From an optimization exercise on the open Yosys and OpenROAD flow, aimed at small area, a short achievable clock period and few clock cycles per item; shortcuts taken in it are not production practice.
In this exercise RTL edits were held to simulation tests only and were not proved equivalent to the original.
Power figures rest on the tool's default switching activity, not on a simulated workload.

--- design/flow/config.mk ---
export PLATFORM = sky130hd
export DESIGN_NAME = rational_arithmetic_unit_core
export DESIGN_NICKNAME = rational_arithmetic_unit_core
export VERILOG_FILES = /design/flow/design.v
export SDC_FILE = /design/flow/constraint.sdc
export NUM_CORES = 4
export LEC_CHECK = 0
export CAP_MARGIN = 20
export CORE_MARGIN = 2
export CORE_UTILIZATION = 65
export PLACE_DENSITY = 0.75
export SLEW_MARGIN = 20
export TNS_END_PERCENT = 0
--- design/flow/constraint.sdc ---
create_clock -name core_clock -period 12.0 [get_ports {clk}]
set_input_delay 2.4000 -clock core_clock [delete_from_list [all_inputs] [get_ports {clk}]]
set_output_delay 2.4000 -clock core_clock [all_outputs]
set_load 0.01 [all_outputs]
--- design/flow/design.v ---
package rau_pkg;
  localparam int unsigned FieldWidth  = 32;
  localparam int unsigned DenOutWidth = 31;
  localparam logic [1:0] CMD_ADD = 2'd0;
  localparam logic [1:0] CMD_SUB = 2'd1;
  localparam logic [1:0] CMD_MUL = 2'd2;
  localparam logic [1:0] CMD_DIV = 2'd3;
  localparam logic [1:0] ST_OK       = 2'd0;
  localparam logic [1:0] ST_ZERO_DEN = 2'd1;
  localparam logic [1:0] ST_DIV_ZERO = 2'd2;
  localparam logic [1:0] ST_OVERFLOW = 2'd3;
endpackage
module rau_booth (
  input  logic [2:0] bits,
  input  logic       flip,
  output logic       one,
  output logic       two,
  output logic       neg
);
  assign one = bits[1] ^ bits[0];
  assign two = (bits[2] & ~bits[1] & ~bits[0]) | (~bits[2] & bits[1] & bits[0]);
  assign neg = (bits[2] & ~(bits[1] & bits[0])) ^ flip;
endmodule
module rau_bk #(
  parameter int W = 64
) (
  input  logic [W-1:0] g,
  input  logic [W-1:0] p,
  output logic [W-1:0] go,
  output logic [W-1:0] po
);
  localparam int L = $clog2(W);
  logic [W-1:0] G [0:2*L];
  logic [W-1:0] P [0:2*L];
  assign G[0] = g;
  assign P[0] = p;
  genvar l, i;
  generate
    for (l = 0; l < L; l++) begin : up
      for (i = 0; i < W; i++) begin : bt
        if ((i % (2 << l)) == (2 << l) - 1) begin : nd
          assign G[l+1][i] = G[l][i] | (P[l][i] & G[l][i-(1<<l)]);
          assign P[l+1][i] = P[l][i] & P[l][i-(1<<l)];
        end else begin : th
          assign G[l+1][i] = G[l][i];
          assign P[l+1][i] = P[l][i];
        end
      end
    end
    for (l = L - 1; l > 0; l--) begin : dn
      for (i = 0; i < W; i++) begin : bt
        if ((i % (1 << l)) == (1 << (l - 1)) - 1 && i >= (1 << l)) begin : nd
          assign G[2*L-l][i] = G[2*L-l-1][i] | (P[2*L-l-1][i] & G[2*L-l-1][i-(1<<(l-1))]);
          assign P[2*L-l][i] = P[2*L-l-1][i] & P[2*L-l-1][i-(1<<(l-1))];
        end else begin : th
          assign G[2*L-l][i] = G[2*L-l-1][i];
          assign P[2*L-l][i] = P[2*L-l-1][i];
        end
      end
    end
  endgenerate
  assign go = G[2*L-1];
  assign po = P[2*L-1];
endmodule
module rau_add #(
  parameter int W = 36
) (
  input  logic [W-1:0] a,
  input  logic [W-1:0] b,
  input  logic         cin,
  output logic [W-1:0] s
);
  logic [W-1:0] g, p, go, po;
  assign g = a & b;
  assign p = a ^ b;
  rau_bk #(.W(W)) u_bk (.g(g), .p(p), .go(go), .po(po));
  logic [W-1:0] c;
  assign c = {go[W-2:0] | (po[W-2:0] & {(W-1){cin}}), cin};
  assign s = p ^ c;
endmodule
module rau_sub2 #(
  parameter int W = 64
) (
  input  logic [W-1:0] a,
  input  logic [W-1:0] b,
  output logic [W-1:0] d,
  output logic [W-1:0] dn,
  output logic         ge,
  output logic         eq
);
  logic [W-1:0] g, p, go, po;
  assign g = a & ~b;
  assign p = ~(a ^ b);
  rau_bk #(.W(W)) u_bk (.g(g), .p(p), .go(go), .po(po));
  logic [W-1:0] c1, c0;
  assign c1 = {go[W-2:0] | po[W-2:0], 1'b1};
  assign c0 = {go[W-2:0], 1'b0};
  assign d  = p ^ c1;
  assign dn = ~(p ^ c0);
  assign ge = go[W-1] | po[W-1];
  assign eq = po[W-1];
endmodule
module rational_arithmetic_unit_core #(
  parameter int unsigned VALUE_WIDTH = 32
) (
  input  logic                                clk,
  input  logic                                rst_n,
  input  logic                                in_valid,
  output logic                                in_ready,
  input  logic [1:0]                          in_command,
  input  logic signed [rau_pkg::FieldWidth-1:0] in_left_num,
  input  logic signed [rau_pkg::FieldWidth-1:0] in_left_den,
  input  logic signed [rau_pkg::FieldWidth-1:0] in_right_num,
  input  logic signed [rau_pkg::FieldWidth-1:0] in_right_den,
  output logic                                out_valid,
  input  logic                                out_ready,
  output logic signed [rau_pkg::FieldWidth-1:0] out_result_num,
  output logic [rau_pkg::DenOutWidth-1:0]     out_result_den,
  output logic [1:0]                          out_status
);
  localparam logic [1:0] A_IDLE = 2'd0;
  localparam logic [1:0] A_MUL  = 2'd1;
  localparam logic [1:0] A_DONE = 2'd2;
  localparam logic [1:0] B_IDLE = 2'd0;
  localparam logic [1:0] B_GCD  = 2'd1;
  logic [1:0]  a_st_r, a_st_nxt;
  logic [1:0]  b_st_r, b_st_nxt;
  logic        rdy_r, rdy_nxt;
  logic        ovalid_r, ovalid_nxt;
  always_ff @(posedge clk) begin
    if (!rst_n) begin
      a_st_r   <= A_IDLE;
      b_st_r   <= B_IDLE;
      rdy_r    <= 1'b1;
      ovalid_r <= 1'b0;
    end else begin
      a_st_r   <= a_st_nxt;
      b_st_r   <= b_st_nxt;
      rdy_r    <= rdy_nxt;
      ovalid_r <= ovalid_nxt;
    end
  end
  logic [3:0]         cnt_r, cnt_nxt;
  logic [1:0]         cmd_r, cmd_nxt;
  logic               rds_r, rds_nxt;       
  logic               rns_r, rns_nxt;       
  logic               zd_r, zd_nxt;         
  logic               dz_r, dz_nxt;         
  logic [31:0]        ln_r, ln_nxt;
  logic [31:0]        ld_r, ld_nxt;
  logic signed [32:0] uah_r, uah_nxt;
  logic [31:0]        ual_r, ual_nxt;
  logic signed [31:0] vah_r, vah_nxt;
  logic [31:0]        val_r, val_nxt;
  logic [63:0]        u_r, u_nxt;
  logic [62:0]        v_r, v_nxt;
  logic signed [31:0] m11_r, m11_nxt, m12_r, m12_nxt;    
  logic [30:0]        m21_r, m21_nxt, m22_r, m22_nxt;    
  logic               mov_r, mov_nxt;       
  logic               bzd_r, bzd_nxt;
  logic               bdz_r, bdz_nxt;
  logic [31:0]        onum_r, onum_nxt;
  logic [30:0]        oden_r, oden_nxt;
  logic [1:0]         ost_r, ost_nxt;
  logic               ook_r, ook_nxt;       
  always_ff @(posedge clk) begin
    cnt_r  <= cnt_nxt;
    cmd_r  <= cmd_nxt;
    rds_r  <= rds_nxt;
    rns_r  <= rns_nxt;
    dec_r  <= dec_nxt;
    zd_r   <= zd_nxt;
    dz_r   <= dz_nxt;
    ln_r   <= ln_nxt;
    ld_r   <= ld_nxt;
    uah_r  <= uah_nxt;
    ual_r  <= ual_nxt;
    vah_r  <= vah_nxt;
    val_r  <= val_nxt;
    u_r    <= u_nxt;
    v_r    <= v_nxt;
    m11_r  <= m11_nxt;
    m12_r  <= m12_nxt;
    m21_r  <= m21_nxt;
    m22_r  <= m22_nxt;
    mov_r  <= mov_nxt;
    bzd_r  <= bzd_nxt;
    bdz_r  <= bdz_nxt;
    onum_r <= onum_nxt;
    oden_r <= oden_nxt;
    ost_r  <= ost_nxt;
    ook_r  <= ook_nxt;
  end
  logic lns, lds;
  assign lns = ln_r[31];
  assign lds = ld_r[31];
  logic is_as, is_sub, is_mul, is_div;
  assign is_as  = ~cmd_r[1];
  assign is_sub = (cmd_r == rau_pkg::CMD_SUB);
  assign is_mul = (cmd_r == rau_pkg::CMD_MUL);
  assign is_div = (cmd_r == rau_pkg::CMD_DIV);
  function automatic logic [8:0] booth_dec(input logic [1:0] cmd,
                                           input logic ln_s, input logic ld_s,
                                           input logic rd_s, input logic rn_s,
                                           input logic [2:0] brd, input logic [2:0] brn);
    logic       as, sub, mul, dv, sgn;
    logic [2:0] ba, bb, bc;
    logic       fa, fb, fc;
    as  = ~cmd[1];
    sub = (cmd == rau_pkg::CMD_SUB);
    mul = (cmd == rau_pkg::CMD_MUL);
    dv  = (cmd == rau_pkg::CMD_DIV);
    sgn = dv ? (ld_s ^ rn_s) : (ld_s ^ rd_s);
    ba  = mul ? brn : brd;
    fa  = mul ? (ln_s ^ rn_s) : dv ? (ln_s ^ rd_s) : sgn;
    bb  = as ? brn : 3'b000;
    fb  = as & (sgn ^ sub);
    bc  = dv ? brn : brd;
    fc  = sgn;
    booth_dec = {ba[1] ^ ba[0], (ba[2] & ~ba[1] & ~ba[0]) | (~ba[2] & ba[1] & ba[0]), (ba[2] & ~(ba[1] & ba[0])) ^ fa,
                 bb[1] ^ bb[0], (bb[2] & ~bb[1] & ~bb[0]) | (~bb[2] & bb[1] & bb[0]), (bb[2] & ~(bb[1] & bb[0])) ^ fb,
                 bc[1] ^ bc[0], (bc[2] & ~bc[1] & ~bc[0]) | (~bc[2] & bc[1] & bc[0]), (bc[2] & ~(bc[1] & bc[0])) ^ fc};
  endfunction
  logic [8:0] dec_r, dec_nxt;
  logic one_a, two_a, neg_a, one_b, two_b, neg_b, one_c, two_c, neg_c;
  assign {one_a, two_a, neg_a, one_b, two_b, neg_b, one_c, two_c, neg_c} = dec_r;
  logic signed [33:0] xln, xld;
  assign xln = 34'(signed'(ln_r));
  assign xld = 34'(signed'(ld_r));
  logic signed [33:0] pp_a, pp_b, pp_c;
  assign pp_a = ((one_a ? xln : 34'sd0) | (two_a ? (xln <<< 1) : 34'sd0)) ^ {34{neg_a}};
  assign pp_b = ((one_b ? xld : 34'sd0) | (two_b ? (xld <<< 1) : 34'sd0)) ^ {34{neg_b}};
  assign pp_c = ((one_c ? xld : 34'sd0) | (two_c ? (xld <<< 1) : 34'sd0)) ^ {34{neg_c}};
  logic [34:0] csa_x, csa_y, csa_s, csa_c;
  logic [34:0] su;
  logic [33:0] sv;
  assign csa_x = 35'(signed'(pp_a));
  assign csa_y = 35'(signed'(pp_b));
  assign csa_s = 35'(uah_r) ^ csa_x ^ csa_y;
  assign csa_c = (35'(uah_r) & csa_x) | (35'(uah_r) & csa_y) | (csa_x & csa_y);
  rau_add #(.W(35)) u_addu (.a(csa_s), .b({csa_c[33:0], neg_a}), .cin(neg_b), .s(su));
  rau_add #(.W(34)) u_addv (.a(34'(vah_r)), .b(34'(signed'(pp_c))), .cin(neg_c), .s(sv));
  logic mul_neg;    
  assign mul_neg = lns ^ lds ^ rds_r ^ rns_r;
  logic        ua_neg;
  logic [63:0] ua_abs;
  assign ua_neg = uah_r[32];
  logic [63:0] ua_inv;
  assign ua_inv = {uah_r[31:0], ual_r} ^ {64{ua_neg}};
  rau_add #(.W(64)) u_abs (.a(ua_inv), .b(64'd0), .cin(ua_neg), .s(ua_abs));
  logic [63:0] d1, d2;       
  logic ge;                  
  logic ueq;
  rau_sub2 #(.W(64)) u_sub (.a({1'b0, v_r}), .b(u_r), .d(d1), .dn(d2), .ge(ge), .eq(ueq));
  logic uz, vz;
  assign uz  = (u_r == 64'd0);
  assign vz  = (v_r == 63'd0);
  function automatic logic [1:0] tz3(input logic [3:1] b);
    tz3 = b[1] ? 2'd1 : b[2] ? 2'd2 : 2'd3;
  endfunction
  logic [1:0] s_uv, s_u, s_v, s_d;
  assign s_uv = tz3(u_r[3:1] | v_r[3:1]);
  assign s_u  = tz3(u_r[3:1]);
  assign s_v  = tz3(v_r[3:1]);
  assign s_d  = tz3(d1[3:1]);
  logic signed [31:0] s1;    
  logic [31:0]        s2;    
  rau_add #(.W(32)) u_s1 (.a(m11_r), .b(m12_r), .cin(1'b0), .s(s1));
  rau_add #(.W(32)) u_s2 (.a({1'b0, m21_r}), .b({1'b0, m22_r}), .cin(1'b0), .s(s2));
  logic s1_ov, s2_ov;
  assign s1_ov = (m11_r[31] == m12_r[31]) && (s1[31] != m11_r[31]);
  assign s2_ov = s2[31];
  function automatic logic [63:0] shr(input logic [63:0] x, input logic [1:0] s);
    shr = (s == 2'd1) ? (x >> 1) : (s == 2'd2) ? (x >> 2) : (x >> 3);
  endfunction
  function automatic logic [31:0] shl1(input logic [31:0] x, input logic [1:0] s);
    shl1 = (s == 2'd1) ? (x << 1) : (s == 2'd2) ? (x << 2) : (x << 3);
  endfunction
  function automatic logic [30:0] shl2(input logic [30:0] x, input logic [1:0] s);
    shl2 = (s == 2'd1) ? (x << 1) : (s == 2'd2) ? (x << 2) : (x << 3);
  endfunction
  logic ovf_now;
  assign ovf_now = s1_ov | s2_ov;
  logic ovf_bits;
  assign ovf_bits = mov_r;
  logic be, ue, ve, oo;
  assign be = ~u_r[0] & ~v_r[0];
  assign ue = ~u_r[0] &  v_r[0];
  assign ve =  u_r[0] & ~v_r[0];
  assign oo =  u_r[0] &  v_r[0];
  logic g_stop;
  assign g_stop = uz | vz | ovf_bits | (oo & ueq);
  logic u_upd, v_upd, c1_upd, c2_upd;
  assign u_upd  = be | ue | (oo & ~ge);
  assign v_upd  = be | ve | (oo & ge);
  assign c1_upd = ue | oo;
  assign c2_upd = ve | oo;
  logic [1:0] u_sh, v_sh, c1_sh, c2_sh;
  assign u_sh  = be ? s_uv : ue ? s_u : s_d;
  assign v_sh  = be ? s_uv : ve ? s_v : s_d;
  assign c1_sh = ue ? s_u : s_d;
  assign c2_sh = ve ? s_v : s_d;
  logic [63:0] u_new, v_new64;
  logic [62:0] v_new;
  assign u_new   = shr(oo ? d2 : u_r, u_sh);
  assign v_new64 = shr(oo ? d1 : {1'b0, v_r}, v_sh);
  assign v_new   = v_new64[62:0];
  logic signed [31:0] m11_new, m12_new;
  logic [30:0]        m21_new, m22_new;
  function automatic logic sh_ov1(input logic [31:0] x, input logic [1:0] s);
    sh_ov1 = (s == 2'd1) ? (x[31:30] != 2'b00 && x[31:30] != 2'b11)
           : (s == 2'd2) ? (x[31:29] != 3'b000 && x[31:29] != 3'b111)
           :               (x[31:28] != 4'b0000 && x[31:28] != 4'b1111);
  endfunction
  function automatic logic sh_ov2(input logic [30:0] x, input logic [1:0] s);
    sh_ov2 = (s == 2'd1) ? x[30] : (s == 2'd2) ? (x[30:29] != 2'b00) : (x[30:28] != 3'b000);
  endfunction
  logic c1_ov, c2_ov;
  assign c1_ov = (oo & ge)  ? (s1_ov | s2_ov) : (sh_ov1(m11_r, c1_sh) | sh_ov2(m21_r, c1_sh));
  assign c2_ov = (oo & ~ge) ? (s1_ov | s2_ov) : (sh_ov1(m12_r, c2_sh) | sh_ov2(m22_r, c2_sh));
  assign m11_new = (oo & ge)  ? s1 : shl1(m11_r, c1_sh);
  assign m21_new = (oo & ge)  ? s2[30:0] : shl2(m21_r, c1_sh);
  assign m12_new = (oo & ~ge) ? s1 : shl1(m12_r, c2_sh);
  assign m22_new = (oo & ~ge) ? s2[30:0] : shl2(m22_r, c2_sh);
  logic fin;       
  logic xfer;      
  assign fin  = (b_st_r == B_GCD) && g_stop && !ovalid_r;
  assign xfer = (a_st_r == A_DONE) && (b_st_r == B_IDLE || fin);
  always_comb begin
    a_st_nxt   = a_st_r;
    b_st_nxt   = b_st_r;
    ovalid_nxt = (ovalid_r & ~out_ready) | fin;
    cnt_nxt    = cnt_r;
    cmd_nxt    = cmd_r;
    rds_nxt    = rds_r;
    rns_nxt    = rns_r;
    dec_nxt    = dec_r;
    zd_nxt     = zd_r;
    dz_nxt     = dz_r;
    ln_nxt     = ln_r;
    ld_nxt     = ld_r;
    uah_nxt    = uah_r;
    ual_nxt    = ual_r;
    vah_nxt    = vah_r;
    val_nxt    = val_r;
    u_nxt      = u_r;
    v_nxt      = v_r;
    m11_nxt    = m11_r;
    m12_nxt    = m12_r;
    m21_nxt    = m21_r;
    m22_nxt    = m22_r;
    mov_nxt    = mov_r;
    bzd_nxt    = bzd_r;
    bdz_nxt    = bdz_r;
    onum_nxt   = onum_r;
    oden_nxt   = oden_r;
    ost_nxt    = ost_r;
    ook_nxt    = ook_r;
    if (rdy_r) begin
      cmd_nxt = in_command;
      rds_nxt = in_right_den[31];
      rns_nxt = in_right_num[31];
      uah_nxt = '0;
      ual_nxt = in_right_den;
      vah_nxt = '0;
      val_nxt = in_right_num;
      ln_nxt  = in_left_num;
      ld_nxt  = in_left_den;
      dec_nxt = booth_dec(in_command, in_left_num[31], in_left_den[31],
                          in_right_den[31], in_right_num[31],
                          {in_right_den[1:0], 1'b0}, {in_right_num[1:0], 1'b0});
      cnt_nxt = '0;
      a_st_nxt = in_valid ? A_MUL : A_IDLE;
    end else if (a_st_r == A_MUL) begin
      if (cnt_r == 4'd0) begin
        zd_nxt = (ld_r == 32'd0) || (ual_r == 32'd0);
        dz_nxt = is_div && (val_r == 32'd0);
      end
      uah_nxt = su[34:2];
      ual_nxt = {su[1:0], ual_r[31:2]};
      vah_nxt = sv[33:2];
      val_nxt = {sv[1:0], val_r[31:2]};
      dec_nxt = booth_dec(cmd_r, lns, lds, rds_r, rns_r, ual_r[3:1], val_r[3:1]);
      cnt_nxt = cnt_r + 4'd1;
      if (cnt_r == 4'd15) a_st_nxt = A_DONE;
    end
    if (fin) begin
      onum_nxt = uz ? 32'd0 : s1[31:0];
      oden_nxt = uz ? 31'd1 : s2[30:0];
      if (bzd_r || bdz_r) begin
        ost_nxt = bzd_r ? rau_pkg::ST_ZERO_DEN : rau_pkg::ST_DIV_ZERO;
        ook_nxt = 1'b0;
      end else if (uz) begin
        ost_nxt = rau_pkg::ST_OK;
        ook_nxt = 1'b1;
      end else if (ovf_bits || ovf_now) begin
        ost_nxt = rau_pkg::ST_OVERFLOW;
        ook_nxt = 1'b0;
      end else begin
        ost_nxt = rau_pkg::ST_OK;
        ook_nxt = 1'b1;
      end
      b_st_nxt = B_IDLE;
    end
    if (xfer) begin
      u_nxt   = ua_abs;
      v_nxt   = {vah_r[30:0], val_r};
      m11_nxt = (is_as ? ua_neg : mul_neg) ? -32'sd1 : 32'sd1;
      m12_nxt = '0;
      m21_nxt = '0;
      m22_nxt = 31'd1;
      mov_nxt = 1'b0;
      bzd_nxt = zd_r;
      bdz_nxt = dz_r;
      b_st_nxt = B_GCD;
      a_st_nxt = A_IDLE;
    end else if (b_st_r == B_GCD && !(g_stop && ovalid_r)) begin
      if (u_upd) u_nxt = u_new;
      if (v_upd) v_nxt = v_new;
      mov_nxt = (c1_upd & c1_ov) | (c2_upd & c2_ov);
      if (c1_upd) begin
        m11_nxt = m11_new;
        m21_nxt = m21_new;
      end
      if (c2_upd) begin
        m12_nxt = m12_new;
        m22_nxt = m22_new;
      end
    end
  end
  always_comb begin
    rdy_nxt = (a_st_nxt == A_IDLE);
  end
  assign in_ready       = rdy_r;
  assign out_valid      = ovalid_r;
  assign out_result_num = onum_r & {32{ook_r}};
  assign out_result_den = oden_r & {31{ook_r}};
  assign out_status     = ost_r;
endmodule
--- design/flow/flow/run.sh ---
#!/bin/bash
# standard layout, with repair_timing asked for more setup slack than the
# clock needs so that the critical paths are sized and buffered, and the
# port buffers made with the smallest buffer cell
cp standard.sh standard_sh.txt
export SETUP_SLACK_MARGIN=8.5
export BUFFER_PORTS_ARGS="-buffer_cell sky130_fd_sc_hd__buf_1"
bash standard.sh > standard.log 2>&1
--- design/flow/standard.sh ---
#!/bin/bash
# synth_recipe.tcl (not shown) runs the flow's synth.tcl, then flattens the netlist and writes it again
# the make line also repeats each setting of config.mk as NAME=value (left out here)
make -C /OpenROAD-flow-scripts/flow DESIGN_CONFIG=/design/flow/config.mk WORK_HOME=/design/flow/orfs CLKGATE_MAP_FILE= SYNTH_SCRIPT=/design/flow/synth_recipe.tcl "${@:-finish}"
==> impl_metrics.json, run 1 <==
{
  "status": "timing/DRC/antenna clean",
  "num_vias": 36881,
  "clk-insertion-delay-late_ns": 0.65,
  "cp-endpoint": "v_r[58]$_DFFE_PP_",
  "relSlewSlack_pct": 22.49,
  "die_w_um": 255.0,
  "drc_errors": 0,
  "vdd_drop_max_v": 0.0001745,
  "synth.distinct_cells": 97,
  "rsz0062_at_grt": "true",
  "ys.flop_type": "edfxtp_1",
  "stdcell_area_sq_um": 44920,
  "synth_compound_area_share_pct": 21.74,
  "crit_path_start_kind": "register",
  "yosysWarnings": 13,
  "wl_per_cell_um": 22.40,
  "required_ns": 12.50,
  "io_buffers": 200,
  "r2r_slack_ns": 7.27,
  "synth_area_sq_um": 40950,
  "worstMarginPinSlew_ns": 1.146,
  "r2r.worst_path.cells": 22,
  "grt_max_degree": 122,
  "setup_viol": 0,
  "groute.usage.overall_pct": 37.63,
  "antenna_found_initial": 1,
  "drt_iter0_markers": 4277,
  "drt-pass1-iter-count": 6,
  "synthCells": 4604,
  "synth_xor_area_share_pct": 7.592,
  "yosys.cell_count.top_type": "nor2_1",
  "synthTopCellsByCount": "408 x nor2_1, 388 x nand2_1, 370 x edfxtp_1, 339 x a21oi_1, 326 x o21ai_0",
  "synthMuxAreaShare_pct": 3.428,
  "synth_edf_count": 370,
  "mappedNetlistNets": 5038,
  "pin_count": 201,
  "cts.reportedPaths.clkPinSlew_ns": 0.06,
  "setup-tns-final_ns": 0,
  "layout.nets": 5092,
  "grt_pass1_wl_mm": 192.6,
  "drv_slew": 0,
  "layout-drive-gt1-share_pct": 8.280,
  "fin_skew_ns": 0.02837,
  "async_flop_share_pct": 0,
  "cp.arrival_ns": 5.23,
  "startpoint": "v_r[0]$_DFFE_PP_",
  "cts.htree.levels": 2,
  "fin_crit_sh_pct": 39.45,
  "fillers": 4941,
  "synthAdderAreaFrac_pct": 10.96,
  "cp_max_fo": 4,
  "synth_top_area_share_pct": 27.13,
  "cap_viol_max_count": 0,
  "path_class": "reg2reg",
  "clockRootBuffer": "clkbuf_16",
  "initial_core_util_pct": 65.28,
  "die_y_um": 255.0,
  "die_area_sq_um": 65030,
  "synth_simple_gate_area_share_pct": 16.34,
  "worstReg2RegEnd": "v_r[58]$_DFFE_PP_",
  "syn_avg_cell_area_sq_um": 8.895,
  "hold_class": "reg2reg",
  "tritoncts": "yes",
  "synth_top_family_by_area": "compound AO/OA/AOI/OAI gates",
  "ys_seq_elements": 539,
  "wirelength_mm": 124.5,
  "power_density_nw_per_um2": 132.4,
  "synth.area.top_cells": "edfxtp_1 27%, dfxtp_1 8.3%, ha_1 6.2%, fa_1 4.8%, xnor2_1 4.5%",
  "r2r-start": "v_r[0]$_DFFE_PP_",
  "via_per_inst": 6.637,
  "fin_util_pct": 71.60,
  "grt_pass1_vias": 34058,
  "placed_cells": 5400,
  "end_kind": "register",
  "overflow": 0,
  "place_hpwl_mm": 87.41,
  "p_leak_nw": 17.15,
  "period_minus_slack_ns": 4.734,
  "area_delta_synth_final_pct": 9.679,
  "ys_seq_area_share_pct": 35.39,
  "clock_path_buffers": 3,
  "power.total_w": 0.005948,
  "place_area_sq_um": 42130,
  "fmax_mhz": 211.2,
  "core_sq_um": 62740,
  "cts_made_buffers": 61,
  "place_congestion": 0.9959,
  "synth_area_leader_cell": "edfxtp_1",
  "stdcell_count": 5557,
  "cts.sinks": 539,
  "final_hold_viol_count": 0,
  "num_rows": 92,
  "ant_nets": 0
}
-- power breakdown --
part           switching, W  leakage (nW)  internal (W)
clock network      0.000798          1.01       0.00117
logic              0.000990          11.6      0.000776
registers          0.000139          4.53       0.00208
total               0.00193          17.2       0.00402
-- area by class of cell --
| class | count | area [sq um] | share of cell area, % |
|---|---|---|---|
| flip-flops and latches | 539 | 14500 | 32.28 |
| well taps | 846 | 1059 | 2.357 |
| diodes | 1 | 2.502 | 0.005571 |
| clock inverters | 32 | 407.9 | 0.9081 |
| inverters | 166 | 651.9 | 1.451 |
| multi-input cells | 3596 | 25070 | 55.81 |
| clock buffers | 83 | 1679 | 3.738 |
| repair buffers | 294 | 1551 | 3.454 |
-- sequential cells by signal, summed over array words and instances, names as in the netlist, 2 cells and up --
signal,flops
uah_r,33
ln_r,32
cmd_r,2
dec_r,9
vah_r,32
m21_r,31
oden_r,31
ld_r,32
m11_r,32
m12_r,32
ual_r,32
onum_r,32
m22_r,31
val_r,32
a_st_r,2
u_r,64
v_r,63
cnt_r,4
ost_r,2
-- timing repair --
| action | 4_1_cts | 5_1_grt |
|---|---|---|
| gates cloned | 0 | 1 |
| pin swaps | 21 | 15 |
| hold buffers | 0 | 0 |
| gates resized for setup | 48 | 43 |
| hold endpoints to repair | 0 | 0 |
| setup buffers | 30 | 10 |
| endpoints found under the setup margin | 625 | 636 |
-- stage by stage --
step,hold slack (ns),worst slack (ns)
2_1_floorplan,0.4003,7.542
3_3_place_gp,0.4017,6.295
3_5_place_dp,0.4114,6.186
4_1_cts,0.4215,7.263
5_1_grt,0.4389,7.179
6_report,0.4332,7.266
-- cells in the final DEF (no fill, tap or decap), drive strengths merged, types with 110 or more instances in the layout --
master	count
buf	292
a22oi	166
a21oi	340
nor3	110
ha	202
xor2	146
o21ai	346
nor2	410
inv	167
edfxtp	370
xnor2	209
nand2	388
nand3	116
dfxtp	169
-- how the worst min path moves through the flow --
stage	from	to	depth (start not counted)
after detailed placement	dz_r$_DFFE_PP_	bdz_r$_DFFE_PP_	0
after global routing	dz_r$_DFFE_PP_	bdz_r$_DFFE_PP_	0
after CTS	dz_r$_DFFE_PP_	bdz_r$_DFFE_PP_	0
after floorplan	dz_r$_DFFE_PP_	bdz_r$_DFFE_PP_	0
after global placement	dz_r$_DFFE_PP_	bdz_r$_DFFE_PP_	0
final	dz_r$_DFFE_PP_	bdz_r$_DFFE_PP_	0
-- critical path, stage by stage (launching register included) --
cell	delay (ns)
edfxtp_1	0.48
ha_4	0.22
fa_2	0.37
nor2b_4	0.14
o21ai_2	0.15
or4b_4	0.51
nand3_4	0.15
nand2_4	0.07
a21boi_4	0.19
inv_2	0.08
a21oi_4	0.20
buf_4	0.16
o21bai_2	0.11
nand2_1	0.13
nand2_1	0.09
fa_2	0.45
a31oi_2	0.18
xnor2_1	0.19
mux2i_1	0.14
buf_4	0.18
o22ai_1	0.17
a21oi_1	0.07
a21oi_1	0.18
-- logic make-up (layout without fill, tap and decap cells) --
family	Yosys count	count (layout)
AO/OA/AOI/OAI	1401	1401
XOR/XNOR	355	355
adder cells (fa/ha/maj)	300	300
buffers and inverters	470	575
flip-flops	539	539
multiplexers	131	131
other	0	1
AND/OR/NAND/NOR	1408	1409
-- per-layer routing --
metal  wire length, um  up-vias  global-route usage [%]
met3             13250      336                   7.251
met2             56430     2065                   59.41
li1                  -    17021                       -
met1             49600    17457                   51.31
met4              5184        2                   14.54
met5                 9        -                       0
Testbench counts, summed over its fixed seeds: cycles 53,907, items 2,400.
==> run 2, diff against run 1 <==
--- a/design/flow/design.v
+++ b/design/flow/design.v
@@ -164,3 +164,2 @@
   logic [1:0]         ost_r, ost_nxt;
-  logic               ook_r, ook_nxt;       
   always_ff @(posedge clk) begin
@@ -191,3 +190,2 @@
     ost_r  <= ost_nxt;
-    ook_r  <= ook_nxt;
   end
@@ -324,2 +322,5 @@
   assign m22_new = (oo & ~ge) ? s2[30:0] : shl2(m22_r, c2_sh);
+  logic res_zero, res_ok;
+  assign res_zero = uz & ~bzd_r & ~bdz_r;
+  assign res_ok   = ~uz & ~bzd_r & ~bdz_r & ~ovf_bits & ~s1_ov & ~s2_ov;
   logic fin;       
@@ -357,3 +358,2 @@
     ost_nxt    = ost_r;
-    ook_nxt    = ook_r;
     if (rdy_r) begin
@@ -387,16 +387,12 @@
     if (fin) begin
-      onum_nxt = uz ? 32'd0 : s1[31:0];
-      oden_nxt = uz ? 31'd1 : s2[30:0];
+      onum_nxt = s1[31:0] & {32{res_ok}};
+      oden_nxt = (s2[30:0] & {31{res_ok}}) | {30'd0, res_zero};
       if (bzd_r || bdz_r) begin
         ost_nxt = bzd_r ? rau_pkg::ST_ZERO_DEN : rau_pkg::ST_DIV_ZERO;
-        ook_nxt = 1'b0;
       end else if (uz) begin
         ost_nxt = rau_pkg::ST_OK;
-        ook_nxt = 1'b1;
       end else if (ovf_bits || ovf_now) begin
         ost_nxt = rau_pkg::ST_OVERFLOW;
-        ook_nxt = 1'b0;
       end else begin
         ost_nxt = rau_pkg::ST_OK;
-        ook_nxt = 1'b1;
       end
@@ -435,4 +431,4 @@
   assign out_valid      = ovalid_r;
-  assign out_result_num = onum_r & {32{ook_r}};
-  assign out_result_den = oden_r & {31{ook_r}};
+  assign out_result_num = onum_r;
+  assign out_result_den = oden_r;
   assign out_status     = ost_r;
==> run 2 against run 1 <==
  * Count of clock-buffer cells in the layout shrank 12
  * Sequential power rose by 2%
  * Non-clock buffer count up 1
  * Critical endpoint is now v_r[39]$_DFFE_PP_
  * Largest power group unchanged
  * Still clean on timing, DRC and antenna
  * Clock power hardly changed
  * Synthesized area rose by 1.4%
==> impl_metrics.json, run 2 <==
{
  "ys_seq_elements": 538,
  "io_buffers": 200,
  "largest_reg_flops": 64,
  "grt_pass1_wl_mm": 211.0,
  "regMostFlops": "u_r",
  "synthCells": 4616,
  "rsz0062_at_grt": "true",
  "setup-tns-final_ns": 0,
  "relSlewSlack_pct": 15.79,
  "overflow": 0,
  "cts.sinks": 538,
  "num_rows": 92,
  "area_delta_synth_final_pct": 9.286,
  "groute.usage.overall_pct": 40.69,
  "cts.htree.levels": 2,
  "layout.nets": 5079,
  "core_sq_um": 63080,
  "tritoncts": "yes",
  "ys_seq_area_share_pct": 34.83,
  "path_class": "reg2reg",
  "required_ns": 12.47,
  "fin_crit_sh_pct": 39.14,
  "r2r.worst_path.cells": 12,
  "p_leak_nw": 16.91,
  "layout-drive-gt1-share_pct": 8.584,
  "synth_area_leader_cell": "edfxtp_1",
  "ys.flop_type": "edfxtp_1",
  "num_vias": 38550,
  "place_congestion": 0.9965,
  "ant_nets": 0,
  "status": "timing/DRC/antenna clean",
  "antenna_found_initial": 10,
  "synth_area_sq_um": 41530,
  "yosysWarnings": 13,
  "r2r_slack_ns": 7.30,
  "cts_made_buffers": 60,
  "power_density_nw_per_um2": 129.5,
  "wl_per_cell_um": 24.91,
  "synth_edf_count": 369,
  "via_per_inst": 6.956,
  "layout_commonest_cell": "nor2_1",
  "clockRootBuffer": "clkbuf_16",
  "final_hold_viol_count": 0,
  "cts.reportedPaths.clkPinSlew_ns": 0.06,
  "startpoint": "v_r[0]$_DFFE_PP_",
  "drt-pass1-iter-count": 10,
  "pin_count": 201,
  "setup_viol": 0,
  "die_y_um": 256.8,
  "synth.distinct_cells": 95,
  "worstMarginPinSlew_ns": 1.253,
  "mostFrequentLayoutCells": "403 x nor2_1, 398 x nand2_1, 369 x edfxtp_1",
  "end_kind": "register",
  "grt_pass1_vias": 35394,
  "die_area_sq_um": 65930,
  "cts_hold_buf": 0,
  "vdd_drop_max_v": 0.0001477,
  "cap_viol_max_count": 0,
  "clk-insertion-delay-late_ns": 0.65,
  "clock_path_buffers": 3,
  "place_hpwl_mm": 94.55,
  "drc_errors": 0,
  "cp-endpoint": "v_r[39]$_DFFE_PP_",
  "largest_registers": "u_r x64, v_r x63, uah_r x33",
  "synth_top_area_share_pct": 26.68,
  "async_flop_share_pct": 0,
  "initial_core_util_pct": 65.83,
  "die_w_um": 256.8,
  "synthTopCellsByCount": "415 x nor2_1, 402 x nand2_1, 369 x edfxtp_1, 352 x a21oi_1, 235 x clkbuf_1",
  "wirelength_mm": 138.1,
  "drt_iter0_markers": 5661,
  "power.total_w": 0.005875,
  "syn_avg_cell_area_sq_um": 8.996,
  "mappedNetlistNets": 5050,
  "fmax_mhz": 212.9,
  "synth.area.top_cells": "edfxtp_1 27%, dfxtp_1 8.1%, ha_1 6.1%, fa_1 4.7%, xnor2_1 4.3%",
  "grt_max_degree": 109,
  "r2r-start": "v_r[0]$_DFFE_PP_",
  "crit_path_start_kind": "register",
  "fin_skew_ns": 0.02073,
  "yosys.cell_count.top_type": "nor2_1",
  "period_minus_slack_ns": 4.697,
  "worstReg2RegEnd": "v_r[39]$_DFFE_PP_",
  "cp_max_fo": 66,
  "cp.arrival_ns": 5.17,
  "drv_slew": 0,
  "hold_class": "reg2reg"
}
[run 2: cell count changes after synthesis, moves of 21 or more]
cell	change
o221ai_1	+26
o21ai_0	-122
nor3_1	-50
o22ai_1	-45
nand4_1	+29
o2111ai_1	+29
inv_1	+31
o211ai_1	+23
a311oi_1	+21
a31oi_1	+23
a32o_1	+51
nor2b_1	-55
and2_1	-65
[run 2: worst min path at each step]
stage                               from              end  slack, ns  cells after the start
after floorplan           dz_r$_DFFE_PP_  bdz_r$_DFFE_PP_       0.40                      0
after global placement    dz_r$_DFFE_PP_  bdz_r$_DFFE_PP_       0.41                      0
after detailed placement  dz_r$_DFFE_PP_  bdz_r$_DFFE_PP_       0.42                      0
after CTS                 dz_r$_DFFE_PP_  bdz_r$_DFFE_PP_       0.43                      0
after global routing      dz_r$_DFFE_PP_  bdz_r$_DFFE_PP_       0.43                      0
final                     dz_r$_DFFE_PP_  bdz_r$_DFFE_PP_       0.43                      0
[run 2: what timing repair did]
action,4_1_cts,5_1_grt
resized for setup,80,19
gates cloned,4,0
pin swaps,27,14
endpoints found under the setup margin,670,676
buffers inserted,26,5
[run 2: cell families after synthesis]
logic type / Yosys count / synth area share [%]
AOI/OAI and AO/OA: 1441 / 23.59
and+or+nand+nor: 1348 / 15.19
DFF: 538 / 34.83
buffers and inverters: 529 / 5.300
xor gates and xnor gates: 338 / 7.129
adders and majority gates: 300 / 10.81
muxes: 122 / 3.155
[run 2: final cells by class]
| cell class | instances | area (sq um) |
|---|---|---|
| Multi-Input combinational cell | 3551 | 25370 |
| Fill cell | 5006 | 17700 |
| Sequential cell | 538 | 14470 |
| Timing Repair Buffer | 295 | 1663 |
| Clock buffer | 71 | 1584 |
| Tap cell | 846 | 1059 |
| Inverter | 199 | 762.0 |
| Clock inverter | 41 | 470.5 |
| Antenna cell | 1 | 2.502 |
[run 2: through the flow]
stage	hold WS, ns	util [%]	std cells	setup slack, ns	cell area [sq um]
after global placement	0.4105	67.52	5393	6.187	42590
after CTS	0.4349	71.72	5535	7.454	45240
final	0.4335	71.95	5542	7.303	45380
after detailed placement	0.4213	67.52	5393	6.088	42590
after global routing	0.4348	71.94	5541	7.186	45380
after floorplan	0.4003	-	4616	7.230	41620
[run 2: critical path, stage by stage (launching register included)]
cell	delay, ns
edfxtp_1	0.44
buf_4	0.18
inv_1	0.08
ha_1	0.52
mux2_2	0.40
buf_4	0.37
o21a_1	0.48
buf_4	0.38
nor3_4	0.96
o21ai_0	0.21
o221ai_1	0.13
a21oi_1	0.11
a31oi_1	0.21
[run 2: layer usage]
layer  vias to the layer above  share of wire [%]  GRT usage (%)
met3                       360                 15          13.46
met1                     18347                 40          57.32
met2                      2475                 42          58.42
met4                         4                4.0          14.45
met5                         -              0.020              0
li1                      17364                  -              -
[run 2: where the power goes]
group | switching (W) | total [W] | internal, W
Sequential | 0.000166 | 0.00225 | 0.00208
Clock | 0.000807 | 0.00196 | 0.00115
Combinational | 0.000959 | 0.00167 | 0.000708
Total | 0.00193 | 0.00588 | 0.00394
Testbench counts of run 2, summed over its fixed seeds: cycles 53,907, items 2,400.
==> run 3, diff against run 2 <==
--- a/design/flow/config.mk
+++ b/design/flow/config.mk
@@ -9,4 +9,4 @@
 export CORE_MARGIN = 2
-export CORE_UTILIZATION = 65
-export PLACE_DENSITY = 0.75
+export CORE_UTILIZATION = 50
+export PLACE_DENSITY = 0.65
 export SLEW_MARGIN = 20
==> run 3 against run 2 <==
  * Global-route usage fell by 9.6 points
  * Synthesized area did not move
  * Utilization fell by 16 points
  * Count of clock-buffer cells in the layout rose by 19
  * Total power rose by 1.3%
  * Synthesized cell count did not move
  * First-iteration DRC count fell by 20%
  * Clock skew rose by 0.012 ns
  * Largest power group unchanged
==> impl_metrics.json, run 3 <==
{
  "synth_area_sq_um": 41530,
  "cts.sinks": 538,
  "synth_area_leader_cell": "edfxtp_1",
  "required_ns": 12.31,
  "regMostFlops": "u_r",
  "cap_viol_max_count": 0,
  "worstPathCellList": "ha_1 > nand4_1 > nor3_1 > and2_1 > nor2_1 > o2bb2ai_1 > a21oi_4 > a21oi_2 > nor2_4 > buf_6 > a311oi_1",
  "yosys.cell_count.top_type": "nor2_1",
  "layout-drive-gt1-share_pct": 8.743,
  "pin_count": 201,
  "place_area_sq_um": 42850,
  "combPwrFrac_pct": 27.3,
  "p_int_w": 0.004021,
  "cts.reportedPaths.clkPinSlew_ns": 0.06,
  "io_buffers": 200,
  "synth.distinct_cells": 95,
  "drt_iter0_markers": 4538,
  "cp-endpoint": "m11_r[23]$_DFFE_PP_",
  "p_sw_share_pct": 32.43,
  "grt_max_degree": 181,
  "place_congestion": 0.9837,
  "startpoint": "v_r[32]$_DFFE_PP_",
  "synth.area.top_cells": "edfxtp_1 27%, dfxtp_1 8.1%, ha_1 6.1%, fa_1 4.7%, xnor2_1 4.3%",
  "groute.usage.overall_pct": 31.09,
  "die_w_um": 292.2,
  "wl_per_cell_um": 23.65,
  "syn_avg_cell_area_sq_um": 8.996,
  "die_y_um": 292.2,
  "setup-tns-final_ns": 0,
  "synth_top_area_share_pct": 26.68,
  "p_sw_w": 0.001930,
  "clockRootBuffer": "clkbuf_16",
  "crit_buf_inv": 1,
  "core_sq_um": 82110,
  "cp_num_cells": 11,
  "worstReg2RegEnd": "m11_r[23]$_DFFE_PP_",
  "crit_path_start_kind": "register",
  "cpPeakStageDelay_ns": 0.72,
  "stdcell_area_sq_um": 45840,
  "layout.nets": 5081,
  "relSlewSlack_pct": 25.56,
  "place_hpwl_mm": 94.99,
  "ys.flop_type": "edfxtp_1",
  "num_rows": 105,
  "mappedNetlistNets": 5050,
  "cp.arrival_ns": 5.03,
  "setup_viol": 0,
  "largest_registers": "u_r x64, v_r x63, uah_r x33",
  "power_density_nw_per_um2": 129.8,
  "num_vias": 37551,
  "ys_seq_area_share_pct": 34.83,
  "p_seq_share_pct": 37.6,
  "vdd_drop_max_v": 0.0001566,
  "synthTopCellsByCount": "415 x nor2_1, 402 x nand2_1, 369 x edfxtp_1, 352 x a21oi_1, 235 x clkbuf_1",
  "ys_seq_elements": 538,
  "layout_commonest_cell": "nor2_1",
  "p_leak_nw": 16.95,
  "power.total_w": 0.005951,
  "cp_max_fo": 40,
  "grt_pass1_wl_mm": 208.9,
  "drv_slew": 0,
  "grt_pass1_vias": 34637,
  "slowest_stage": "nor3_1",
  "worstMarginPinSlew_ns": 1.113,
  "synth_edf_count": 369,
  "end_kind": "register",
  "largest_reg_flops": 64,
  "clock_path_buffers": 3,
  "crit_family": "simple AND/OR/NAND/NOR gates",
  "period_minus_slack_ns": 4.717,
  "cts_hold_buf": 0,
  "cts_made_buffers": 67,
  "cts.htree.levels": 3,
  "die_area_sq_um": 85380,
  "rsz0062_at_grt": "true",
  "area_delta_synth_final_pct": 10.37,
  "drc_errors": 0,
  "initial_core_util_pct": 50.58,
  "yosysWarnings": 13,
  "tritoncts": "yes",
  "r2r-start": "v_r[32]$_DFFE_PP_",
  "overflow": 0,
  "clk-insertion-delay-late_ns": 0.63,
  "r2r.worst_path.cells": 11,
  "ant_nets": 0,
  "via_per_inst": 6.506,
  "synthCells": 4616,
  "async_flop_share_pct": 0,
  "drt-pass1-iter-count": 6,
  "antenna_found_initial": 2,
  "wirelength_mm": 136.5,
  "power_frac_clock_pct": 35.1,
  "hold_class": "reg2reg",
  "fin_skew_ns": 0.03224,
  "r2r_slack_ns": 7.28,
  "final_hold_viol_count": 0,
  "fin_crit_sh_pct": 39.31,
  "status": "timing/DRC/antenna clean",
  "fillers": 7382,
  "fmax_mhz": 212.0,
  "path_class": "reg2reg",
  "mostFrequentLayoutCells": "404 x nor2_1, 397 x nand2_1, 369 x edfxtp_1"
}
[run 3: changes by cell type in the layout (fill, tap and decap cells not counted), moves of 4 or more]
cell	delta
inv_6	+6
buf_4	-9
bufinv_16	-4
clkinv_1	-4
clkinv_2	-5
clkbuf_1	+8
clkbuf_16	+8
clkbuf_8	+4
buf_6	+7
[run 3: worst min path at each step]
stage                       to  cells after the start      startpoint
6_report       bdz_r$_DFFE_PP_                      0  dz_r$_DFFE_PP_
5_1_grt        bdz_r$_DFFE_PP_                      0  dz_r$_DFFE_PP_
4_1_cts        bdz_r$_DFFE_PP_                      0  dz_r$_DFFE_PP_
3_5_place_dp   bdz_r$_DFFE_PP_                      0  dz_r$_DFFE_PP_
3_3_place_gp   bzd_r$_DFFE_PP_                      0  zd_r$_DFFE_PP_
2_1_floorplan  bdz_r$_DFFE_PP_                      0  dz_r$_DFFE_PP_
[run 3: logic make-up (layout without fill, tap and decap cells)]
logic type               count (synthesis)  after routing  share of synthesized area (%)
AO/OA/AOI/OAI                         1441           1441                          23.59
AND/OR/NAND/NOR                       1348           1350                          15.19
flip-flops                             538            538                          34.83
buffers and inverters                  529            612                          5.300
XOR/XNOR                               338            338                          7.129
adder cells (fa/ha/maj)                300            300                          10.81
multiplexers                           122            122                          3.155
other                                    0              1                              0
[run 3: power by group through the flow]
stage | Combinational [W] | Sequential (W) | Clock, W
finish | 0.00162 | 0.00224 | 0.00209
global route | 0.00182 | 0.00225 | 0.00218
CTS | 0.00160 | 0.00224 | 0.00212
detailed placement | 0.00156 | 0.00228 | 0
global placement | 0.00154 | 0.00228 | 0
floorplan | 0.00126 | 0.00220 | 0
[run 3: area by class of cell]
cell class | count | area, sq um | share of cell area, %
repair buffers | 290 | 1605 | 3.502
inverters | 199 | 763.2 | 1.665
diodes | 1 | 2.502 | 0.005460
well taps | 1070 | 1339 | 2.921
multi-input cells | 3551 | 25430 | 55.47
flip-flops and latches | 538 | 14470 | 31.57
clock inverters | 33 | 374.1 | 0.8162
clock buffers | 90 | 1856 | 4.048
[run 3: through the flow]
stage / setup WS, ns / cells / utilization, % / hold slack, ns
2_1_floorplan: 7.230 / 4616 / - / 0.4003
3_3_place_gp: 6.017 / 5609 / 52.15 / 0.4066
3_5_place_dp: 5.715 / 5610 / 52.19 / 0.4054
4_1_cts: 7.358 / 5759 / 55.48 / 0.4183
5_1_grt: 7.167 / 5771 / 55.82 / 0.4253
6_report: 7.283 / 5772 / 55.82 / 0.4168
[run 3: metal layers]
layer	up-vias	part of all wire (%)	GRT usage [%]
li1	17376	-	-
met3	277	9.9	6.165
met4	4	3.8	11.60
met2	1855	43	45.61
met1	18039	44	45.13
met5	-	0.019	0
[run 3: timing repair]
action | in CTS | in global routing
setup buffers | 25 | 11
endpoints found under the hold margin | 0 | 0
cloned | 1 | 1
pin swaps | 17 | 18
resized for setup | 61 | 36
endpoints found under the setup margin | 674 | 676
==> run 4, diff against run 3 <==
--- a/design/flow/config.mk
+++ b/design/flow/config.mk
@@ -12,2 +12,2 @@
 export SLEW_MARGIN = 20
-export TNS_END_PERCENT = 0
+export TNS_END_PERCENT = 10
==> run 4 against run 3 <==
  * Synthesized cell count unchanged
  * Final area up 5.2%
  * Maximum frequency up 1.2%
  * Wire length up 6.6%
  * Flip-flop and latch count unchanged
  * Register-to-register slack better by 0.06 ns
  * Largest power group unchanged
  * Sequential power about the same
  * Largest cell class unchanged
  * Critical endpoint is now m11_r[31]$_DFFE_PP_
  * Critical path type unchanged
==> impl_metrics.json, run 4 <==
{
  "power_density_nw_per_um2": 128.7,
  "cap_viol_max_count": 0,
  "setup-tns-final_ns": 0,
  "status": "timing/DRC/antenna clean",
  "min-delay-start": "zd_r$_DFFE_PP_",
  "clk-insertion-delay-late_ns": 0.63,
  "period_minus_slack_ns": 4.661,
  "yosysWarnings": 13,
  "core_sq_um": 82110,
  "ys_seq_elements": 538,
  "setup_ws_ns": 7.339,
  "antenna_found_initial": 0,
  "synthTopCellsByCount": "415 x nor2_1, 402 x nand2_1, 369 x edfxtp_1, 352 x a21oi_1, 235 x clkbuf_1",
  "vdd_drop_max_v": 0.0001386,
  "p_leak_nw": 17.90,
  "drv_slew": 0,
  "die_y_um": 292.2,
  "synthCells": 4616,
  "crit_path_start_kind": "register",
  "fin_skew_ns": 0.02748,
  "drc_errors": 0,
  "regMostFlops": "u_r",
  "largest_registers": "u_r x64, v_r x63, uah_r x33",
  "worstMarginPinSlew_ns": 1.145,
  "layout-drive-gt1-share_pct": 14.39,
  "async_flop_share_pct": 0,
  "tritoncts": "yes",
  "num_vias": 38610,
  "wl_per_cell_um": 24.66,
  "worstPathCellList": "ha_4 > fa_2 > nand3b_1 > a21oi_2 > or3_4 > a211o_4 > a31oi_4 > buf_4 > buf_6 > buf_4 > a21oi_4 > a21oi_2 > nor2_4 > buf_4 > a311oi_1",
  "worstReg2RegEnd": "m11_r[31]$_DFFE_PP_",
  "cts.htree.levels": 3,
  "cp_common_cell": "buf_4",
  "fmax_mhz": 214.6,
  "drt-pass1-iter-count": 9,
  "synth_area_sq_um": 41530,
  "wirelength_mm": 145.5,
  "overflow": 0,
  "synth.distinct_cells": 95,
  "ys.flop_type": "edfxtp_1",
  "path_class": "reg2reg",
  "groute.usage.overall_pct": 32.92,
  "relSlewSlack_pct": 23.56,
  "crit_family": "compound AO/OA/AOI/OAI gates",
  "grt_pass1_vias": 35993,
  "hold_class": "reg2reg",
  "cp_max_fo": 32,
  "clock_path_buffers": 3,
  "final_hold_viol_count": 0,
  "num_rows": 105,
  "mostFrequentLayoutCells": "396 x nand2_1, 382 x nor2_1, 369 x edfxtp_1",
  "slowest_stage": "a21oi_2",
  "synth_top_area_share_pct": 26.68,
  "via_per_inst": 6.544,
  "end_kind": "register",
  "drt_iter0_markers": 4674,
  "rsz0062_at_grt": "true",
  "place_hpwl_mm": 95.23,
  "layout.nets": 5209,
  "r2r_slack_ns": 7.34,
  "die_area_sq_um": 85380,
  "whs_path_depth": 0,
  "cts.reportedPaths.clkPinSlew_ns": 0.06,
  "synth.area.top_cells": "edfxtp_1 27%, dfxtp_1 8.1%, ha_1 6.1%, fa_1 4.7%, xnor2_1 4.3%",
  "area_delta_synth_final_pct": 16.10,
  "cp.arrival_ns": 5.08,
  "setup_viol": 0,
  "yosys.cell_count.top_type": "nor2_1",
  "grt_pass1_wl_mm": 219.4,
  "ant_nets": 0,
  "dp_slack_ns": 5.815,
  "synth_area_leader_cell": "edfxtp_1",
  "cts.sinks": 538,
  "r2r.worst_path.cells": 15,
  "ys_seq_area_share_pct": 34.83,
  "crit_buf_inv": 4,
  "io_buffers": 200,
  "layout_commonest_cell": "nand2_1",
  "syn_avg_cell_area_sq_um": 8.996,
  "fin_crit_sh_pct": 38.84,
  "holdPathEnd": "bzd_r$_DFFE_PP_",
  "cpPeakStageDelay_ns": 0.73,
  "initial_core_util_pct": 50.58,
  "clockRootBuffer": "clkbuf_16",
  "required_ns": 12.42,
  "place_congestion": 0.9465,
  "mappedNetlistNets": 5050,
  "cts_made_buffers": 67,
  "power.total_w": 0.006203,
  "synth_edf_count": 369,
  "grt_max_degree": 99,
  "largest_reg_flops": 64,
  "r2r-start": "v_r[0]$_DFFE_PP_",
  "die_w_um": 292.2,
  "pin_count": 201
}
==> run 4: cell counts after synthesis <==
Identical to the previous run, type by type.
==> run 4: cell type report <==
| class | instances | area (sq um) |
|---|---|---|
| fillers | 7183 | 33900 |
| repair inverters | 3 | 26.28 |
| multi-input cells | 3557 | 26400 |
| repair buffers | 409 | 2929 |
| inverters | 199 | 793.3 |
| well taps | 1070 | 1339 |
| flip-flops and latches | 538 | 14480 |
| clock buffers | 87 | 1877 |
| clock inverters | 36 | 376.6 |
| diodes | 1 | 2.502 |
==> run 4: per-stage QoR <==
| step | hold WS [ns] | cells | cell area, sq um | util (%) |
|---|---|---|---|---|
| after floorplan | 0.4003 | 4616 | 41620 | - |
| after global placement | 0.4047 | 5612 | 42840 | 52.17 |
| after detailed placement | 0.4045 | 5613 | 42850 | 52.18 |
| after CTS | 0.4179 | 5850 | 46940 | 57.17 |
| after global routing | 0.4286 | 5899 | 48210 | 58.72 |
| final | 0.4190 | 5900 | 48220 | 58.72 |
==> run 4: kinds of logic (layout without fill, tap and decap cells) <==
family,after synthesis,in the layout,share of synthesized area [%]
DFF,538,538,34.83
muxes,122,122,3.155
xor gates and xnor gates,338,338,7.129
adders and majority gates,300,300,10.81
and+or+nand+nor,1348,1355,15.19
other,0,1,0
buffers and inverters,529,734,5.300
AOI/OAI and AO/OA,1441,1442,23.59
==> run 4: layer usage <==
layer / global-route usage [%] / wire length, um / part of all wire, %
met1: 46.23 / 60740 / 42
met5: 0 / 0 / 0
met2: 48.63 / 62990 / 43
met3: 8.045 / 15980 / 11
met4: 13.02 / 5813 / 4.0
==> run 4: worst max path at each step <==
| stage | startpoint | end | slack (ns) | cells after the start |
|---|---|---|---|---|
| 2_1_floorplan | u_r[0]$_DFFE_PP_ | u_r[0]$_DFFE_PP_ | 7.23 | 15 |
| 3_3_place_gp | m11_r[0]$_SDFFCE_PP1P_ | oden_r[10]$_DFFE_PP_ | 6.05 | 16 |
| 3_5_place_dp | m11_r[0]$_SDFFCE_PP1P_ | onum_r[5]$_DFFE_PP_ | 5.81 | 16 |
| 4_1_cts | v_r[0]$_DFFE_PP_ | v_r[40]$_DFFE_PP_ | 7.38 | 19 |
| 5_1_grt | v_r[0]$_DFFE_PP_ | v_r[58]$_DFFE_PP_ | 7.21 | 23 |
| 6_report | v_r[0]$_DFFE_PP_ | m11_r[31]$_DFFE_PP_ | 7.34 | 15 |
==> run 4: repair_timing <==
action                                  CTS  global route
buffers inserted                         93            46
gates resized for setup                 166           204
pin swaps                                72            78
gates cloned                             21             3
endpoints found under the setup margin  670           674
hold buffers                              0             0
endpoints found under the hold margin     0             0
==> run 4: power breakdown <==
group          leakage, nW  switching (W)  total, W  internal [W]
combinational         11.9        0.00103   0.00185      0.000820
sequential            4.90       0.000152   0.00223       0.00208
clock                 1.10       0.000878   0.00212       0.00124
==> run 5, diff against run 4 <==
--- a/design/flow/design.v
+++ b/design/flow/design.v
@@ -292,15 +292,15 @@
   assign u_upd  = be | ue | (oo & ~ge);
-  assign v_upd  = be | ve | (oo & ge);
+  assign v_upd  = be | ve | oo;
   assign c1_upd = ue | oo;
   assign c2_upd = ve | oo;
-  logic [1:0] u_sh, v_sh, c1_sh, c2_sh;
-  assign u_sh  = be ? s_uv : ue ? s_u : s_d;
-  assign v_sh  = be ? s_uv : ve ? s_v : s_d;
-  assign c1_sh = ue ? s_u : s_d;
-  assign c2_sh = ve ? s_v : s_d;
-  logic [63:0] u_new, v_new64;
+  logic [1:0] u_sh, v_sh, c2_sh;
+  assign u_sh  = be ? s_uv : s_u;
+  assign v_sh  = be ? s_uv : s_v;
+  assign c2_sh = oo ? s_d : s_v;
+  logic [63:0] u_new, v_src, v_new64;
   logic [62:0] v_new;
-  assign u_new   = shr(oo ? d2 : u_r, u_sh);
-  assign v_new64 = shr(oo ? d1 : {1'b0, v_r}, v_sh);
+  assign v_src   = oo ? (ge ? d1 : d2) : {1'b0, v_r};
+  assign v_new64 = shr(v_src, oo ? s_d : v_sh);
   assign v_new   = v_new64[62:0];
+  assign u_new   = oo ? {1'b0, v_r} : shr(u_r, u_sh);
   logic signed [31:0] m11_new, m12_new;
@@ -315,9 +315,13 @@
   endfunction
+  logic signed [31:0] c2s1;
+  logic [30:0]        c2s2;
+  assign c2s1 = (oo & ~ge) ? m11_r : m12_r;
+  assign c2s2 = (oo & ~ge) ? m21_r : m22_r;
   logic c1_ov, c2_ov;
-  assign c1_ov = (oo & ge)  ? (s1_ov | s2_ov) : (sh_ov1(m11_r, c1_sh) | sh_ov2(m21_r, c1_sh));
-  assign c2_ov = (oo & ~ge) ? (s1_ov | s2_ov) : (sh_ov1(m12_r, c2_sh) | sh_ov2(m22_r, c2_sh));
-  assign m11_new = (oo & ge)  ? s1 : shl1(m11_r, c1_sh);
-  assign m21_new = (oo & ge)  ? s2[30:0] : shl2(m21_r, c1_sh);
-  assign m12_new = (oo & ~ge) ? s1 : shl1(m12_r, c2_sh);
-  assign m22_new = (oo & ~ge) ? s2[30:0] : shl2(m22_r, c2_sh);
+  assign c1_ov   = oo ? (s1_ov | s2_ov) : (sh_ov1(m11_r, s_u) | sh_ov2(m21_r, s_u));
+  assign c2_ov   = sh_ov1(c2s1, c2_sh) | sh_ov2(c2s2, c2_sh);
+  assign m11_new = oo ? s1 : shl1(m11_r, s_u);
+  assign m21_new = oo ? s2[30:0] : shl2(m21_r, s_u);
+  assign m12_new = shl1(c2s1, c2_sh);
+  assign m22_new = shl2(c2s2, c2_sh);
   logic res_zero, res_ok;
--- a/design/flow/config.mk
+++ b/design/flow/config.mk
@@ -12,2 +12,2 @@
 export SLEW_MARGIN = 20
-export TNS_END_PERCENT = 10
+export TNS_END_PERCENT = 0
==> run 5 against run 4 <==
  * Wire length down 4.3%
  * Register-to-register slack better by 0.09 ns
  * Critical path type unchanged
  * Worst setup slack better by 0.089 ns
  * Die area down 0.38%
  * Count of clock-buffer cells in the layout up 6
  * Combinational power down 18%
  * Critical path depth up 6
  * Worst hold slack better by 0.057 ns
  * Still clean
==> impl_metrics.json, run 5 <==
{
  "status": "timing/DRC/antenna clean",
  "grt_max_degree": 166,
  "cp.arrival_ns": 4.90,
  "die_w_um": 291.6,
  "largest_reg_flops": 64,
  "cts_made_buffers": 67,
  "cts.htree.levels": 3,
  "hold_class": "reg2reg",
  "ys.flop_type": "edfxtp_1",
  "synthAdderAreaFrac_pct": 10.80,
  "synth_xor_area_share_pct": 7.050,
  "clk-insertion-delay-late_ns": 0.63,
  "cts.reportedPaths.clkPinSlew_ns": 0.07,
  "relSlewSlack_pct": 22.19,
  "power_density_nw_per_um2": 123.7,
  "cts_hold_buf": 0,
  "setup-tns-final_ns": 0,
  "r2r-start": "v_r[0]$_DFFE_PP_",
  "crit_buf_inv": 5,
  "synth_simple_gate_area_share_pct": 13.08,
  "groute.usage.overall_pct": 31.64,
  "crit_path_start_kind": "register",
  "place_hpwl_mm": 95.03,
  "synth.distinct_cells": 106,
  "initial_core_util_pct": 50.46,
  "end_kind": "register",
  "drv_slew": 0,
  "worstMarginPinSlew_ns": 1.157,
  "setup_viol": 0,
  "placed_cells": 5513,
  "period_minus_slack_ns": 4.572,
  "synth.area.top_cells": "edfxtp_1 27%, dfxtp_1 8.1%, ha_1 6.1%, a21oi_1 5.0%, xnor2_1 4.9%",
  "grt_pass1_vias": 34425,
  "required_ns": 12.33,
  "regMostFlops": "u_r",
  "drt_iter0_markers": 3841,
  "synth_area_leader_cell": "edfxtp_1",
  "layout_commonest_cell": "nor2_1",
  "startpoint": "v_r[0]$_DFFE_PP_",
  "place_congestion": 0.9565,
  "clockRootBuffer": "clkbuf_16",
  "via_per_inst": 6.426,
  "num_rows": 105,
  "drt-pass1-iter-count": 7,
  "ys_seq_area_share_pct": 34.92,
  "overflow": 0,
  "layout.nets": 5041,
  "final_hold_viol_count": 0,
  "num_vias": 36838,
  "wl_per_cell_um": 24.29,
  "antenna_found_initial": 6,
  "wirelength_mm": 139.3,
  "ant_nets": 0,
  "crit_family": "compound AO/OA/AOI/OAI gates",
  "drc_errors": 0,
  "cp_max_fo": 5,
  "worstPathCellList": "ha_4 > fa_2 > nor2b_4 > o31ai_4 > a21o_1 > nand2b_4 > a222oi_1 > buf_4 > buf_4 > buf_4 > buf_4 > buf_4 > a21oi_1 > a21o_1 > fa_2 > a31oi_1 > mux2i_1 > xor2_1 > mux2i_1 > a2bb2oi_1 > a31oi_1",
  "grt_pass1_wl_mm": 209.4,
  "synth_top_family_by_area": "compound AO/OA/AOI/OAI gates",
  "synthCells": 4487,
  "fin_skew_ns": 0.02941,
  "die_y_um": 291.6,
  "synth_area_sq_um": 41370,
  "io_buffers": 200,
  "tritoncts": "yes",
  "whs_ns": 0.4763,
  "synth_top_area_share_pct": 26.79,
  "clock_path_buffers": 3,
  "synthMuxAreaShare_pct": 5.593,
  "syn_avg_cell_area_sq_um": 9.219,
  "slowest_stage": "edfxtp_1",
  "area_delta_synth_final_pct": 12.15,
  "stdcell_count": 5733,
  "cap_viol_max_count": 0,
  "cpPeakStageDelay_ns": 0.44,
  "rsz0062_at_grt": "true",
  "cp_common_cell": "buf_4",
  "p_leak_nw": 16.81,
  "fin_crit_sh_pct": 38.10,
  "min-delay-start": "vah_r[16]$_SDFFE_PP0P_",
  "async_flop_share_pct": 0,
  "mappedNetlistNets": 4920,
  "cts.sinks": 537,
  "ys_seq_elements": 537,
  "fmax_mhz": 218.7,
  "synth_edf_count": 369,
  "layout-drive-gt1-share_pct": 11.20,
  "pin_count": 201,
  "path_class": "reg2reg",
  "largest_registers": "u_r x64, v_r x63, uah_r x33",
  "vdd_drop_max_v": 0.0001459,
  "yosysWarnings": 13,
  "synth_compound_area_share_pct": 23.93,
  "die_area_sq_um": 85050,
  "synthTopCellsByCount": "476 x nor2_1, 414 x a21oi_1, 369 x edfxtp_1, 280 x nand2_1, 251 x o21ai_0",
  "core_sq_um": 81980,
  "mostFrequentLayoutCells": "455 x nor2_1, 408 x a21oi_1, 369 x edfxtp_1",
  "yosys.cell_count.top_type": "nor2_1"
}
==> run 5: cell types whose count changed after synthesis, moves of 54 or more <==
cell	before	now
a211oi_1	82	155
a32o_1	57	3
nor2_1	415	476
nand3_1	133	33
mux2i_1	51	158
nand2_1	402	280
a21oi_1	352	414
==> run 5: per-stage QoR <==
step / total power [W] / area [sq um] / util, % / worst slack [ns]
after global routing: 0.006009 / 46390 / 56.59 / 7.310
after floorplan: 0.003325 / 41480 / - / 7.577
final: 0.005740 / 46390 / 56.59 / 7.428
after CTS: 0.005753 / 46120 / 56.25 / 7.513
after global placement: 0.003682 / 42790 / 52.20 / 5.880
after detailed placement: 0.003694 / 42790 / 52.20 / 5.682
==> run 5: what timing repair did <==
| action | CTS | global route |
|---|---|---|
| endpoints found under the hold margin | 0 | 0 |
| cloned | 9 | 2 |
| setup buffers | 70 | 15 |
| gates resized for setup | 119 | 31 |
| setup endpoints to repair | 670 | 675 |
| pin swaps | 34 | 15 |
==> run 5: logic make-up after synthesis <==
group                      count (synthesis)
adders and majority gates                299
buffers and inverters                    453
and+or+nand+nor                         1162
muxes                                    223
xor gates and xnor gates                 333
DFF                                      537
AOI/OAI and AO/OA                       1480
==> run 5: per-layer routing <==
layer / track usage [%] / share of wire, %
met5: 0 / 0.047
met4: 16.62 / 5.7
met3: 5.305 / 7.9
met2: 50.78 / 46
met1: 41.03 / 41
==> run 5: tightest hold or removal path: stages, from the launching register on <==
cell and delay [ns]:
dfxtp_1 0.32, nand2_1 0.06, a21oi_1 0.05
==> run 5: area by class of cell <==
class / count / area (sq um)
fillers: 7466 / 35580
multi-input cells: 3499 / 25660
flip-flops and latches: 537 / 14460
repair buffers: 349 / 2163
clock buffers: 93 / 1856
well taps: 1070 / 1339
inverters: 153 / 609.3
clock inverters: 29 / 301.5
repair inverters: 1 / 8.758
diodes: 2 / 5.005
==> run 5: worst paths after layout <==
check	endpoint	slack, ns	depth (start not counted)
setup / recovery	v_r[52]$_DFFE_PP_	7.43	21
hold / removal	vah_r[16]$_SDFFE_PP0P_	0.48	2
setup reg to reg	v_r[52]$_DFFE_PP_	7.43	21
hold reg to reg	vah_r[16]$_SDFFE_PP0P_	0.48	2
==> run 5: power by group <==
part	leakage [nW]	total [W]	internal (W)	switching, W
clock network	1.04	0.00204	0.00118	0.000869
registers	5.09	0.00218	0.00205	0.000135
logic	10.7	0.00151	0.000680	0.000832
Testbench counts of run 5, summed over its fixed seeds: cycles 53,907, items 2,400.

-- separate check: timing with driven ports --
The flow's constraints put no driver on any port. The routed layouts listed below were extracted and timed again, unchanged, in two steps.
Step 1 sets driving cells, clkbuf_16 on the clock port and buf_2 on the other inputs (assumed; they add their load-dependent delay and slew).
Step 2 moves the port delays by t, midway between the first and last clock arrival at a register: inputs arrive t later, outputs are due t later. That takes back most of the time a late clock gives input paths.
Slacks: no drivers / after step 1 / after step 2; pairs: no drivers / after step 1.
run | t, ns | setup WS [ns] | worst setup path at the end
run 1 | 0.702 | 7.266 / 7.266 / 7.266 | register to register
run 2 | 0.708 | 7.303 / 7.303 / 7.303 | register to register
run 3 | 0.683 | 7.283 / 7.283 / 7.283 | register to register
run 4 | 0.685 | 7.339 / 7.339 / 7.339 | register to register
run 5 | 0.689 | 7.428 / 7.428 / 7.428 | register to register
After both steps every run listed still meets setup and hold.
